Context: an optimization exercise on an open-source flow, tuned for small area, a short achievable clock period and few clock cycles. The choices shown serve that exercise and are no tape-out recipe.
At most, simulation tests tie the RTL to the original design; equivalence was not proved.
Power figures rest on the tool's default switching activity, not on a simulated workload.

==> inputs of trial 76 <==
==> flow/design.v (excerpt) <==
module equity_top
(
	input  logic               clock,
	input  logic               rst_n,
	input  logic               awvalid,
	output logic               awready,
	input  logic [5-1:0] awaddr,
	input  logic               wvalid,
	output logic               wready,
	input  logic [32-1:0] wdata,
	output logic               bvalid,
	input  logic               bready,
	output logic [1:0]         bresp,
	input  logic               arvalid,
	output logic               arready,
	input  logic [5-1:0] araddr,
	output logic               rvalid,
	input  logic               rready,
	output logic [32-1:0] rdata,
	output logic [1:0]         rresp
);
export LEC_CHECK = 0
export ABC_AREA = 1
export CAP_MARGIN = 20
export CORE_MARGIN = 2
export CORE_UTILIZATION = 30
export SLEW_MARGIN = 20
create_clock -name core_clock -period 12.5 [get_ports {clock}]
standard.sh (not shown) runs the stock make flow with config.mk's settings and CLKGATE_MAP_FILE= SYNTH_SCRIPT=/design/flow/synth_recipe.tcl, a recipe that flattens the netlist after the stock synthesis.
==> flow/flow/run.sh <==
#!/bin/bash
# Standard layout, with timing repair aimed well below the clock period
cp standard.sh standard_sh_copy.log
export SETUP_SLACK_MARGIN=9.0
bash standard.sh > standard.log 2>&1
==> inputs of build 79, as changes to trial 76 <==
--- a/flow/design.v
+++ b/flow/design.v
@@ -144,25 +144,26 @@
 	input  logic [32-1:0]    flop_word,
 	output logic [4*13-1:0] base0,     
 	output logic [4*13-1:0] base1,
 	output logic [1:0]            cand,      
 	output logic [1:0]            k4,        
 	output logic [1:0]            k5,        
 	output logic [7:0]            fmax,      
 	output logic                  same,      
-	output logic [3-1:0]          pv,        
-	output logic                         first,     
-	output logic                         fin,       
-	output logic                         fin_bad,   
-	output logic [3*13-1:0] one,       
-	output logic [3-1:0]          eqab,      
-	output logic [5*3-1:0]        live_a,    
-	output logic [5*3-1:0]        live_b,
-	output logic [6*3-1:0]        fcmp       
+	output logic [1:0]            pv,        
+	output logic                  first,     
+	output logic                  fin,       
+	output logic                  fin_bad,   
+	output logic [2*13-1:0] one,       
+	output logic [2*13-1:0] two,       
+	output logic [1:0]            eqab,      
+	output logic [9:0]            live_a,    
+	output logic [9:0]            live_b,
+	output logic [11:0]           fcmp       
 );
 	localparam logic [3:0] TOP = 4'(13 - 1);
 	logic [5:0]          card [7];  
 	logic [13-1:0] oh [7];    
 	logic [3:0]          sh [7];    
 	logic                cfg_bad_n;
 	logic                cfg_bad;   
 	logic                dup_seen;  
@@ -285,60 +286,49 @@
 		begin
 			dup  = dup || (|(seen & ss[4*i +: 4]) && cs[6*i +: 4] == x);
 			seen = seen | ({4{cs[6*i +: 4] == x}} & ss[4*i +: 4]);
 		end
 		occ_of = {dup, seen};
 	endfunction
 	logic [41:0] cs;
 	logic [27:0] ss;
-	logic [3-1:0] dup_a;
+	logic [1:0]  dup_a;
 	always_comb
 		for (int i = 0; i < 7; i++)
 		begin
 			cs[6*i +: 6] = card[i];
 			ss[4*i +: 4] = sh[i];
 		end
 	function automatic logic [4:0] live_of(input logic [3:0] occ, input logic [3:0] sp,
 		input logic [3:0] sa, input logic [3:0] sb, input logic vb);
 		live_of = {ones4(~occ & ~sp), vb && |(sb & ~occ), |(sa & ~occ)};
 	endfunction
-	logic [3-1:0]   run;    
-	logic [4*3-1:0] a;      
-	logic [4*3-1:0] b;
-	logic [3-1:0]   lane_fin;
-	logic       m0_gt;
-	logic       m0_eq;
-	assign m0_gt = fmax[3:0] > fmax[7:4];
-	assign m0_eq = fmax[3:0] == fmax[7:4];
-	for (genvar l = 0; l < 3; l++)
+	logic [1:0] run;    
+	logic [7:0] a;      
+	logic [7:0] b;
+	logic [1:0] lane_fin;
+	for (genvar l = 0; l < 2; l++)
 	begin : g_lane
-		localparam logic [3:0] A0 = l == 0 ? 4'd0 : l == 1 ? 4'd2 : 4'd5;
-		localparam logic [3:0] B0 = l == 0 ? 4'd0 : l == 1 ? 4'd8 : 4'd12;
-		localparam logic [3:0] AE = l == 0 ? 4'd2 : l == 1 ? 4'd5 : TOP;
-		localparam logic [3:0] BE = l == 0 ? 4'd7 : l == 1 ? 4'd11 : TOP;
+		localparam logic [3:0] A0   = l == 0 ? 4'd0 : 4'd4;   
+		localparam logic [3:0] AEND = l == 0 ? 4'd3 : TOP;    
 		logic [3:0] la;
 		logic [3:0] lb;
 		logic [4:0] oa;
 		logic [4:0] ob;
 		logic [3:0] m0;
 		logic [3:0] m1;
-		logic       g0a, g1a, g0b, g1b;
 		assign la = a[4*l +: 4];
 		assign lb = b[4*l +: 4];
 		assign oa = occ_of(la, cs, ss);
 		assign ob = occ_of(lb, cs, ss);
 		assign dup_a[l] = oa[4];
-		assign lane_fin[l] = run[l] && la == AE && lb == BE;
+		assign lane_fin[l] = run[l] && la == AEND && lb == TOP;
 		assign m0 = fmax[3:0];
 		assign m1 = fmax[7:4];
-		assign g0a = m0 > la;
-		assign g1a = m1 > la;
-		assign g0b = m0 > lb;
-		assign g1b = m1 > lb;
 		always_ff @(posedge clock)
 		begin
 			if (!rst_n)
 			begin
 				run[l] <= 1'b0;
 				pv[l]  <= 1'b0;
 			end
 			else
@@ -350,52 +340,56 @@
 				pv[l] <= run[l];
 			end
 		end
 		always_ff @(posedge clock)
 		begin
 			if (!run[l] || lane_fin[l])
 			begin
 				a[4*l +: 4] <= A0;
-				b[4*l +: 4] <= B0;
+				b[4*l +: 4] <= A0;
 			end
 			else if (lb == TOP)
 			begin
 				a[4*l +: 4] <= la + 4'd1;
 				b[4*l +: 4] <= la + 4'd1;
 			end
 			else
 				b[4*l +: 4] <= lb + 4'd1;
 		end
 		always_ff @(posedge clock)
 		begin
 			for (int r = 0; r < 13; r++)
+			begin
 				one[13*l + r] <= la == 4'(r) || lb == 4'(r);
+				two[13*l + r] <= la == 4'(r) && lb == 4'(r);
+			end
 			eqab[l]            <= la == lb;
 			live_a[5*l +: 5]   <= live_of(oa[3:0], spec, ge3[0], ge3[1], valid_b);
 			live_b[5*l +: 5]   <= live_of(ob[3:0], spec, ge3[0], ge3[1], valid_b);
-			fcmp[6*l +: 6] <= {m0_gt && g0b, m0_eq || (!g0b && !g1b),
-				m0_gt && g0a, m0_eq || (!g0a && !g1a), m0_gt, m0_eq};
+			fcmp[6*l +: 6] <= {m0 > m1 && m0 > lb, m0 == m1 || (lb >= m0 && lb >= m1),
+				m0 > m1 && m0 > la, m0 == m1 || (la >= m0 && la >= m1),
+				m0 > m1, m0 == m1};
 		end
 	end
 	always_ff @(posedge clock)
 	begin
 		if (!rst_n)
 			fin <= 1'b0;
 		else
 			fin <= lane_fin[0];
 		first   <= run[0] && a[3:0] == 4'd0 && b[3:0] == 4'd0;
-		fin_bad <= cfg_bad || dup_seen || |(run & dup_a);
+		fin_bad <= cfg_bad || dup_seen || dup_a[0];
 	end
 	always_ff @(posedge clock)
 	begin
 		if (!rst_n || go)
 			dup_seen <= 1'b0;
 		else
-			dup_seen <= dup_seen || |(run & dup_a);
+			dup_seen <= dup_seen || (run[0] && dup_a[0]) || (run[1] && dup_a[1]);
 	end
 endmodule
 `timescale 1ns/1ns
 module hand_ranker
 (
 	input  logic [4*13-1:0] base,      
 	input  logic [13-1:0]   one,       
 	input  logic [13-1:0]   two,       
@@ -694,41 +688,41 @@
 	endfunction
 	assign win_n = parts(win_c, w_nn1, w_na1, w_nb1, w_an1, w_bn1, w_x1);
 	assign nl_n  = parts(nl_c, w_nn1, w_na1, w_nb1, w_an1, w_bn1, w_x1);
 endmodule
 module outcome_tally
 (
 	input  logic                          clock,
 	input  logic                          rst_n,
-	input  logic [3-1:0]           pv,
+	input  logic [2-1:0]           pv,
 	input  logic                          first,      
 	input  logic                          fin,
 	input  logic                          err,        
-	input  logic [3-1:0]           eqab,
-	input  logic [6*3-1:0]         fcmp,
-	input  logic [5*3-1:0]         live_a,     
-	input  logic [5*3-1:0]         live_b,
-	input  logic [14*3-1:0]        strength,   
+	input  logic [2-1:0]           eqab,
+	input  logic [6*2-1:0]         fcmp,
+	input  logic [5*2-1:0]         live_a,     
+	input  logic [5*2-1:0]         live_b,
+	input  logic [14*2-1:0]        strength,   
 	input  logic [1:0]                    cand,
 	input  logic [1:0]                    k4,
 	input  logic [1:0]                    k5,
 	input  logic                          same,
 	output logic [10-1:0]             win_count,
 	output logic [10-1:0]             nl_count    
 );
-	logic [3-1:0] v2;
-	logic [13:0]         win_part [3];
-	logic [13:0]         nl_part [3];
+	logic [2-1:0] v2;
+	logic [13:0]         win_part [2];
+	logic [13:0]         nl_part [2];
 	logic                v3;
 	logic [5:0]          win_inc;
 	logic [5:0]          nl_inc;
 	logic                first1, first2, first3;
 	logic                last1, last2, last3;
-	for (genvar l = 0; l < 3; l++)
+	for (genvar l = 0; l < 2; l++)
 	begin : g_lane
 		pair_tally i_lane
 		(
 			.clock    (clock),
 			.rst_n    (rst_n),
 			.pv       (pv[l]),
 			.eqab     (eqab[l]),
 			.fcmp     (fcmp[6*l +: 6]),
@@ -762,32 +756,20 @@
 		end
 		first1 <= first;
 		first2 <= first1;
 		first3 <= first2;
 	end
 	function automatic logic [5:0] lane_sum(input logic [13:0] p);
 		lane_sum = 6'(p[4:0]) + 6'(p[7:5]) + 6'(p[10:8]) + 6'(p[13:11]);
 	endfunction
-	logic [5:0] win_all;
-	logic [5:0] nl_all;
-	always_comb
-	begin
-		win_all = '0;
-		nl_all  = '0;
-		for (int l = 0; l < 3; l++)
-		begin
-			win_all = win_all + (v2[l] ? lane_sum(win_part[l]) : 6'd0);
-			nl_all  = nl_all + (v2[l] ? lane_sum(nl_part[l]) : 6'd0);
-		end
-	end
 	always_ff @(posedge clock)
 	begin
-		win_inc <= win_all;
-		nl_inc  <= nl_all;
+		win_inc <= (v2[0] ? lane_sum(win_part[0]) : 6'd0) + (v2[1] ? lane_sum(win_part[1]) : 6'd0);
+		nl_inc  <= (v2[0] ? lane_sum(nl_part[0]) : 6'd0) + (v2[1] ? lane_sum(nl_part[1]) : 6'd0);
 	end
 	always_ff @(posedge clock)
 	begin
 		if (v3)
 		begin
 			if (last3 && err)
 			begin
 				win_count <= '0;
@@ -837,23 +819,24 @@
 	logic [32-1:0]            flop_word;
 	logic [4*13-1:0]         base0;
 	logic [4*13-1:0]         base1;
 	logic [1:0]                    cand;
 	logic [1:0]                    k4;
 	logic [1:0]                    k5;
 	logic [7:0]                    fmax;
 	logic                          same;
-	logic [3-1:0]           pv;
-	logic [3-1:0]           eqab;
-	logic [6*3-1:0]         fcmp;
-	logic [13*3-1:0]  one;
-	logic [5*3-1:0]         live_a;
-	logic [5*3-1:0]         live_b;
-	logic [14*3-1:0]        strength;
+	logic [2-1:0]           pv;
+	logic [2-1:0]           eqab;
+	logic [6*2-1:0]         fcmp;
+	logic [13*2-1:0]  one;
+	logic [13*2-1:0]  two;
+	logic [5*2-1:0]         live_a;
+	logic [5*2-1:0]         live_b;
+	logic [14*2-1:0]        strength;
 	logic [10-1:0]             win_count;
 	logic [10-1:0]             nl_count;
 	logic                          fin1;      
 	logic                          fin_bad1;
 	always_ff @(posedge clock)
 	begin
 		if (!rst_n)
 			fin1 <= 1'b0;
@@ -886,29 +869,27 @@
 		.win_count (win_count),
 		.nl_count  (nl_count),
 		.go        (go),
 		.err       (err),
 		.hole_word (hole_word),
 		.flop_word (flop_word)
 	);
 	board_enumerator i_enum (.*);
-	for (genvar l = 0; l < 3; l++)
+	for (genvar l = 0; l < 2; l++)
 	begin : g_lane
-		logic [13-1:0] two;  
-		assign two = one[13*l +: 13] & {13{eqab[l]}};
 		hand_ranker i_rank0
 		(
 			.base     (base0),
 			.one      (one[13*l +: 13]),
-			.two      (two),
+			.two      (two[13*l +: 13]),
 			.strength (strength[14*l +: 7])
 		);
 		hand_ranker i_rank1
 		(
 			.base     (base1),
 			.one      (one[13*l +: 13]),
-			.two      (two),
+			.two      (two[13*l +: 13]),
 			.strength (strength[14*l+7 +: 7])
 		);
 	end
 	outcome_tally i_tally (.*);
 endmodule
ABC_AREA = default   (was 1)
==> inputs of trial 53, as changes to trial 76 <==
--- a/flow/design.v
+++ b/flow/design.v
@@ -144,25 +144,25 @@
 	input  logic [32-1:0]    flop_word,
 	output logic [4*13-1:0] base0,     
 	output logic [4*13-1:0] base1,
 	output logic [1:0]            cand,      
 	output logic [1:0]            k4,        
 	output logic [1:0]            k5,        
 	output logic [7:0]            fmax,      
 	output logic                  same,      
-	output logic [3-1:0]          pv,        
-	output logic                         first,     
-	output logic                         fin,       
-	output logic                         fin_bad,   
-	output logic [3*13-1:0] one,       
-	output logic [3-1:0]          eqab,      
-	output logic [5*3-1:0]        live_a,    
-	output logic [5*3-1:0]        live_b,
-	output logic [6*3-1:0]        fcmp       
+	output logic [1:0]            pv,        
+	output logic                  first,     
+	output logic                  fin,       
+	output logic                  fin_bad,   
+	output logic [2*13-1:0] one,       
+	output logic [1:0]            eqab,      
+	output logic [9:0]            live_a,    
+	output logic [9:0]            live_b,
+	output logic [11:0]           fcmp       
 );
 	localparam logic [3:0] TOP = 4'(13 - 1);
 	logic [5:0]          card [7];  
 	logic [13-1:0] oh [7];    
 	logic [3:0]          sh [7];    
 	logic                cfg_bad_n;
 	logic                cfg_bad;   
 	logic                dup_seen;  
@@ -285,54 +285,52 @@
 		begin
 			dup  = dup || (|(seen & ss[4*i +: 4]) && cs[6*i +: 4] == x);
 			seen = seen | ({4{cs[6*i +: 4] == x}} & ss[4*i +: 4]);
 		end
 		occ_of = {dup, seen};
 	endfunction
 	logic [41:0] cs;
 	logic [27:0] ss;
-	logic [3-1:0] dup_a;
+	logic [1:0]  dup_a;
 	always_comb
 		for (int i = 0; i < 7; i++)
 		begin
 			cs[6*i +: 6] = card[i];
 			ss[4*i +: 4] = sh[i];
 		end
 	function automatic logic [4:0] live_of(input logic [3:0] occ, input logic [3:0] sp,
 		input logic [3:0] sa, input logic [3:0] sb, input logic vb);
 		live_of = {ones4(~occ & ~sp), vb && |(sb & ~occ), |(sa & ~occ)};
 	endfunction
-	logic [3-1:0]   run;    
-	logic [4*3-1:0] a;      
-	logic [4*3-1:0] b;
-	logic [3-1:0]   lane_fin;
+	logic [1:0] run;    
+	logic [7:0] a;      
+	logic [7:0] b;
+	logic [1:0] lane_fin;
 	logic       m0_gt;
 	logic       m0_eq;
 	assign m0_gt = fmax[3:0] > fmax[7:4];
 	assign m0_eq = fmax[3:0] == fmax[7:4];
-	for (genvar l = 0; l < 3; l++)
+	for (genvar l = 0; l < 2; l++)
 	begin : g_lane
-		localparam logic [3:0] A0 = l == 0 ? 4'd0 : l == 1 ? 4'd2 : 4'd5;
-		localparam logic [3:0] B0 = l == 0 ? 4'd0 : l == 1 ? 4'd8 : 4'd12;
-		localparam logic [3:0] AE = l == 0 ? 4'd2 : l == 1 ? 4'd5 : TOP;
-		localparam logic [3:0] BE = l == 0 ? 4'd7 : l == 1 ? 4'd11 : TOP;
+		localparam logic [3:0] A0   = l == 0 ? 4'd0 : 4'd4;   
+		localparam logic [3:0] AEND = l == 0 ? 4'd3 : TOP;    
 		logic [3:0] la;
 		logic [3:0] lb;
 		logic [4:0] oa;
 		logic [4:0] ob;
 		logic [3:0] m0;
 		logic [3:0] m1;
 		logic       g0a, g1a, g0b, g1b;
 		assign la = a[4*l +: 4];
 		assign lb = b[4*l +: 4];
 		assign oa = occ_of(la, cs, ss);
 		assign ob = occ_of(lb, cs, ss);
 		assign dup_a[l] = oa[4];
-		assign lane_fin[l] = run[l] && la == AE && lb == BE;
+		assign lane_fin[l] = run[l] && la == AEND && lb == TOP;
 		assign m0 = fmax[3:0];
 		assign m1 = fmax[7:4];
 		assign g0a = m0 > la;
 		assign g1a = m1 > la;
 		assign g0b = m0 > lb;
 		assign g1b = m1 > lb;
 		always_ff @(posedge clock)
 		begin
@@ -350,17 +348,17 @@
 				pv[l] <= run[l];
 			end
 		end
 		always_ff @(posedge clock)
 		begin
 			if (!run[l] || lane_fin[l])
 			begin
 				a[4*l +: 4] <= A0;
-				b[4*l +: 4] <= B0;
+				b[4*l +: 4] <= A0;
 			end
 			else if (lb == TOP)
 			begin
 				a[4*l +: 4] <= la + 4'd1;
 				b[4*l +: 4] <= la + 4'd1;
 			end
 			else
 				b[4*l +: 4] <= lb + 4'd1;
@@ -378,24 +376,24 @@
 	end
 	always_ff @(posedge clock)
 	begin
 		if (!rst_n)
 			fin <= 1'b0;
 		else
 			fin <= lane_fin[0];
 		first   <= run[0] && a[3:0] == 4'd0 && b[3:0] == 4'd0;
-		fin_bad <= cfg_bad || dup_seen || |(run & dup_a);
+		fin_bad <= cfg_bad || dup_seen || dup_a[0];
 	end
 	always_ff @(posedge clock)
 	begin
 		if (!rst_n || go)
 			dup_seen <= 1'b0;
 		else
-			dup_seen <= dup_seen || |(run & dup_a);
+			dup_seen <= dup_seen || (run[0] && dup_a[0]) || (run[1] && dup_a[1]);
 	end
 endmodule
 `timescale 1ns/1ns
 module hand_ranker
 (
 	input  logic [4*13-1:0] base,      
 	input  logic [13-1:0]   one,       
 	input  logic [13-1:0]   two,       
@@ -694,41 +692,41 @@
 	endfunction
 	assign win_n = parts(win_c, w_nn1, w_na1, w_nb1, w_an1, w_bn1, w_x1);
 	assign nl_n  = parts(nl_c, w_nn1, w_na1, w_nb1, w_an1, w_bn1, w_x1);
 endmodule
 module outcome_tally
 (
 	input  logic                          clock,
 	input  logic                          rst_n,
-	input  logic [3-1:0]           pv,
+	input  logic [2-1:0]           pv,
 	input  logic                          first,      
 	input  logic                          fin,
 	input  logic                          err,        
-	input  logic [3-1:0]           eqab,
-	input  logic [6*3-1:0]         fcmp,
-	input  logic [5*3-1:0]         live_a,     
-	input  logic [5*3-1:0]         live_b,
-	input  logic [14*3-1:0]        strength,   
+	input  logic [2-1:0]           eqab,
+	input  logic [6*2-1:0]         fcmp,
+	input  logic [5*2-1:0]         live_a,     
+	input  logic [5*2-1:0]         live_b,
+	input  logic [14*2-1:0]        strength,   
 	input  logic [1:0]                    cand,
 	input  logic [1:0]                    k4,
 	input  logic [1:0]                    k5,
 	input  logic                          same,
 	output logic [10-1:0]             win_count,
 	output logic [10-1:0]             nl_count    
 );
-	logic [3-1:0] v2;
-	logic [13:0]         win_part [3];
-	logic [13:0]         nl_part [3];
+	logic [2-1:0] v2;
+	logic [13:0]         win_part [2];
+	logic [13:0]         nl_part [2];
 	logic                v3;
 	logic [5:0]          win_inc;
 	logic [5:0]          nl_inc;
 	logic                first1, first2, first3;
 	logic                last1, last2, last3;
-	for (genvar l = 0; l < 3; l++)
+	for (genvar l = 0; l < 2; l++)
 	begin : g_lane
 		pair_tally i_lane
 		(
 			.clock    (clock),
 			.rst_n    (rst_n),
 			.pv       (pv[l]),
 			.eqab     (eqab[l]),
 			.fcmp     (fcmp[6*l +: 6]),
@@ -762,32 +760,20 @@
 		end
 		first1 <= first;
 		first2 <= first1;
 		first3 <= first2;
 	end
 	function automatic logic [5:0] lane_sum(input logic [13:0] p);
 		lane_sum = 6'(p[4:0]) + 6'(p[7:5]) + 6'(p[10:8]) + 6'(p[13:11]);
 	endfunction
-	logic [5:0] win_all;
-	logic [5:0] nl_all;
-	always_comb
-	begin
-		win_all = '0;
-		nl_all  = '0;
-		for (int l = 0; l < 3; l++)
-		begin
-			win_all = win_all + (v2[l] ? lane_sum(win_part[l]) : 6'd0);
-			nl_all  = nl_all + (v2[l] ? lane_sum(nl_part[l]) : 6'd0);
-		end
-	end
 	always_ff @(posedge clock)
 	begin
-		win_inc <= win_all;
-		nl_inc  <= nl_all;
+		win_inc <= (v2[0] ? lane_sum(win_part[0]) : 6'd0) + (v2[1] ? lane_sum(win_part[1]) : 6'd0);
+		nl_inc  <= (v2[0] ? lane_sum(nl_part[0]) : 6'd0) + (v2[1] ? lane_sum(nl_part[1]) : 6'd0);
 	end
 	always_ff @(posedge clock)
 	begin
 		if (v3)
 		begin
 			if (last3 && err)
 			begin
 				win_count <= '0;
@@ -837,23 +823,23 @@
 	logic [32-1:0]            flop_word;
 	logic [4*13-1:0]         base0;
 	logic [4*13-1:0]         base1;
 	logic [1:0]                    cand;
 	logic [1:0]                    k4;
 	logic [1:0]                    k5;
 	logic [7:0]                    fmax;
 	logic                          same;
-	logic [3-1:0]           pv;
-	logic [3-1:0]           eqab;
-	logic [6*3-1:0]         fcmp;
-	logic [13*3-1:0]  one;
-	logic [5*3-1:0]         live_a;
-	logic [5*3-1:0]         live_b;
-	logic [14*3-1:0]        strength;
+	logic [2-1:0]           pv;
+	logic [2-1:0]           eqab;
+	logic [6*2-1:0]         fcmp;
+	logic [13*2-1:0]  one;
+	logic [5*2-1:0]         live_a;
+	logic [5*2-1:0]         live_b;
+	logic [14*2-1:0]        strength;
 	logic [10-1:0]             win_count;
 	logic [10-1:0]             nl_count;
 	logic                          fin1;      
 	logic                          fin_bad1;
 	always_ff @(posedge clock)
 	begin
 		if (!rst_n)
 			fin1 <= 1'b0;
@@ -886,17 +872,17 @@
 		.win_count (win_count),
 		.nl_count  (nl_count),
 		.go        (go),
 		.err       (err),
 		.hole_word (hole_word),
 		.flop_word (flop_word)
 	);
 	board_enumerator i_enum (.*);
-	for (genvar l = 0; l < 3; l++)
+	for (genvar l = 0; l < 2; l++)
 	begin : g_lane
 		logic [13-1:0] two;  
 		assign two = one[13*l +: 13] & {13{eqab[l]}};
 		hand_ranker i_rank0
 		(
 			.base     (base0),
 			.one      (one[13*l +: 13]),
 			.two      (two),
==> flow/flow/run.sh (replaced) <==
#!/bin/bash
# Standard layout, with timing repair aimed well below the clock period
cp standard.sh standard_sh_copy.log
export SETUP_SLACK_MARGIN=8.8
bash standard.sh > standard.log 2>&1
CORE_UTILIZATION = 45   (was 30)
==> run summary <==
- Minimum clock period: 3.79 ns
- Core area: 116000 um2
- First-pass GRT wire length: 201000 um
- Commonest non-fill, non-tap cell in the layout: nor2_1
- Clock-cell share of area: 4.68%
- Worst r2r src: i_enum.base0[20]$_DFF_P_
- Comb power frac: 2.6%
- Status: finished clean
- Clk pwr: 1.69 mW
The numbers above come from build 79.

==> run summary <==
- Sequential area share after synthesis: 29.3%
- Worst r2r src: i_tally.g_lane[1].i_lane.win_part[9]$_DFF_P_
- # port buffers: 87
- Clk pwr: 2.17 mW
- Status: finished clean
- Worst slew margin: 25.6%
- First-pass GRT wire length: 279000 um
- Commonest non-fill, non-tap cell in the layout: nand2_1
- GRT met2 Usage: 37.2%
- Met2 wire len: 80200 um
- Clock-cell share of area: 4.85%
- Comb power frac: 2.7%
- Minimum clock period: 3.89 ns
- CTS tree: built
- P_leak: 24.3 nW
- GRT Total Usage: 24.8%
- Core area: 146000 um2
- Final core occ: 34.5%
The numbers above come from trial 76.

==> run summary <==
- Clk pwr: 1.70 mW
- Status: finished clean
- Clock-cell share of area: 5.15%
- Initial antenna violation count: 1
- Comb power frac: 2.5%
- CP top delay family: flip-flops
- Commonest non-fill, non-tap cell in the layout: nand2_1
- Setup crit start: i_regs.rdata[10]$_SDFFCE_PP0P_
- Worst r2r src: i_enum.a[0]$_SDFFE_PP0P_
- Core area: 73200 um2
- First-pass GRT wire length: 186000 um
The numbers above come from trial 53.

Testbench counts of build 79, summed over its fixed seeds: cycles 6,144.
Testbench counts of trial 53, summed over its fixed seeds: cycles 6,144.
Function not checked in trial 76: the RTL went through the layout flow alone.

[what the ideal ports hide]
Ports are ideal in the flow. The routed layouts listed here were re-timed in OpenROAD. Step 1 assumes that a clkbuf_16 drives the clock port and a buf_2 every other input. Step 2, shift: input delay + t, output delay - t, t = (earliest + latest rising clock arrival at the registers) / 2. This alone moves slack from input paths to output paths. a / b / c = no drivers / after step 1 / after step 2; a / b = the first two.
run | t (ns) | setup slack, ns | worst hold slack (ns) | worst slew at a driven data input, ns
trial 76 | 0.757 | 8.611 / 8.539 / 8.358 | 0.326 / 0.326 / 0.326 | 0.08
build 79 | 0.716 | 8.705 / 8.636 / 8.262 | 0.320 / 0.320 / 0.320 | 0.06
trial 53 | 0.684 | 8.777 / 8.708 / 8.232 | 0.326 / 0.326 / 0.326 | 0.05
After both steps every run listed still meets setup and hold. The setup slack of trial 53, which loses most, moves by -0.069 ns with the drivers and by -0.545 ns with both steps.
